What follows belongs to an exercise in optimizing a design on an open flow for small area, a short achievable clock period and few clock cycles; a production flow would make more cautious choices. The RTL was checked by simulation tests, not by an equivalence proof against the original design.

## run 1
// execute_stage_mc
module execute_stage_mc #(
    parameter int XLEN      = 64,
    parameter bit MULDIV_EN = 1'b1
) (
    input  logic            clk_i,
    input  logic            reset_i,
    input  logic            in_valid_i,
    output logic            in_ready_o,
    input  logic [3:0]      op_i,
    input  logic [4:0]      rs1_i,
    input  logic [4:0]      rs2_i,
    input  logic [4:0]      rd_i,
    input  logic [XLEN-1:0] src1_i,
    input  logic [XLEN-1:0] src2_i,
    input  logic [XLEN-1:0] imm_i,
    input  logic            alu_src_i,
    input  logic            regwrite_i,
    input  logic [4:0]      rd_x_i,
    input  logic            regwrite_x_i,
    input  logic [XLEN-1:0] result_x_i,
    input  logic [4:0]      rd_w_i,
    input  logic            regwrite_w_i,
    input  logic [XLEN-1:0] result_w_i,
    output logic            out_valid_o,
    input  logic            out_ready_i,
    output logic [XLEN-1:0] result_o,
    output logic [4:0]      rd_o,
    output logic            regwrite_o,
    output logic            busy_o,
    output logic            div_zero_o
);
    localparam int W = 64;
    localparam logic [1:0] P0 = 2'd0;    
    localparam logic [1:0] P1 = 2'd1;    
    localparam logic [1:0] P2 = 2'd2;    
    localparam logic [1:0] P3 = 2'd3;    
    logic [W-1:0] op_a, op_b_fwd, op_b;
    always_comb begin
        op_a = src1_i;
        if (regwrite_x_i && rd_x_i == rs1_i && rs1_i != 5'd0)
            op_a = result_x_i;
  ...
Size in the first run: about 6300 cells after synthesis, ~430 I/O pins.
==> flow/config.mk <==
export PLATFORM = sky130hd
export DESIGN_NAME = execute_stage_mc
export DESIGN_NICKNAME = execute_stage_mc
export VERILOG_FILES = /design/flow/design.v
export SDC_FILE = /design/flow/constraint.sdc
export NUM_CORES = 4
export LEC_CHECK = 0
export CAP_MARGIN = 30
export CORE_MARGIN = 2
export CORE_UTILIZATION = 40
export SETUP_SLACK_MARGIN = 2.7
export SLEW_MARGIN = 30
==> flow/constraint.sdc <==
create_clock -name core_clock -period 6.5 [get_ports {clk_i}]
set_input_delay 1.3000 -clock core_clock [delete_from_list [all_inputs] [get_ports {clk_i}]]
set_output_delay 1.3000 -clock core_clock [all_outputs]
set_load 0.01 [all_outputs]
standard.sh (not shown) runs the stock make flow with config.mk's settings and CLKGATE_MAP_FILE= SYNTH_SCRIPT=/design/flow/synth_recipe.tcl, a recipe that flattens the netlist after the stock synthesis.
==> flow/flow/run.sh <==
#!/bin/bash
# The standard layout (the standard.sh: standard synthesis, floorplan, power grid,
# placement, CTS, routing), with one change: the buffers that global placement puts on
# every input and output port are sky130_fd_sc_hd__buf_1 cells instead of the default
# choice (clkdlybuf4s50_1). Every port still gets its own buffer.
set -euo pipefail
bash standard.sh "BUFFER_PORTS_ARGS=-buffer_cell sky130_fd_sc_hd__buf_1" finish > make_finish.log 2>&1
Testbench counts of run 1, summed over its fixed seeds: cycles 11,955.
For run 2, these inputs were changed with respect to run 1:
Settings: swapping 2.7 for 2.4 in SETUP_SLACK_MARGIN; swapping 30 for 40 in SLEW_MARGIN; swapping 30 for 40 in CAP_MARGIN.
--- outcome ---
Compared with run 1, run 2 shows a higher flip-flop and latch share of the layout cell area. The global-route wire length before repair in run 2 sits about 5% below the value recorded for run 1. Between run 1 and run 2, worst-case clock skew increased.
Setup changes, run 2 to run 3
Settings: CAP_MARGIN: 40 -> 30; SETUP_SLACK_MARGIN: 2.4 -> 2.6; CORE_UTILIZATION: 40 -> 45; SLEW_MARGIN: 40 -> 30.
==> flow/run.sh (new file) <==
#!/bin/bash
# synth_recipe.tcl (not shown) runs the flow's synth.tcl, then flattens the netlist and writes it again
# the make line also repeats each setting of config.mk as NAME=value (left out here)
make -C /OpenROAD-flow-scripts/flow DESIGN_CONFIG=/design/flow/config.mk WORK_HOME=/design/flow/orfs CLKGATE_MAP_FILE= SYNTH_SCRIPT=/design/flow/synth_recipe.tcl finish
removed: flow/flow/run.sh
removed: flow/standard.sh
Results
- Changes observed in run 3 relative to run 2: routability-driven placement congestion ratio rose by 1.3%; critical path depth in cells decreased 6; area of the die went down; non-filler instance count after layout decreased 31; relative slew slack decreased 17 points.
Input-level comparison between run 4 and run 3:
Settings: swapping 30 for 40 in CAP_MARGIN; swapping 45 for 40 in CORE_UTILIZATION; swapping 2.6 for 2.4 in SETUP_SLACK_MARGIN; swapping 30 for 40 in SLEW_MARGIN.
==> summary.txt <==
Run 4 went all the way through synthesis, placement and routing and the layout is clean on timing, DRC and antenna.
Higher sequential fraction of total cell area among run 4 and run 3: run 4
Run 4 has final worst slack below what run 3 had.
Critical path depth was lower in the run labelled run 4.
Of run 4 and run 3, the run reporting the higher shortest clock period the worst path allows after layout was run 4.
Run 4 -> run 3: clock network area share flat
[compare] base=run 3 new=run 4: standard cell core area went up, share of cell area taken by multi-input logic gates went down, global-route wire length before repair went up, cell count of the worst reg-to-reg path went down.
Total length of routed wires (higher): run 4

port drivers added, routing unchanged:
The results above use ideal ports. As a check the final layouts listed here were re-extracted and re-timed, cells and wires unchanged.
Step 1 sets driving cells, clkbuf_16 on the clock port and buf_2 on the other inputs (assumed; they add their load-dependent delay and slew).
Step 2, shift: input delay + t, output delay - t, t = (earliest + latest rising clock arrival at the registers) / 2. This alone moves slack from input paths to output paths.
Three values: no drivers, after step 1, after step 2; two values: the first two.
run | shift t [ns] | setup WS [ns] | latest minus earliest clock arrival (ns)
run 1 | 0.758 | 2.280 / 2.280 / 1.987 | 0.035 / 0.035
run 2 | 0.778 | 2.183 / 2.183 / 1.743 | 0.047 / 0.047
run 3 | 0.804 | 2.232 / 2.254 / 1.486 | 0.034 / 0.033
run 4 | 0.797 | 2.120 / 2.120 / 1.649 | 0.057 / 0.057
After both steps setup and hold are still met in every run listed. The setup slack of run 3, which loses most, moves by +0.022 ns with the drivers and by -0.746 ns with both steps.
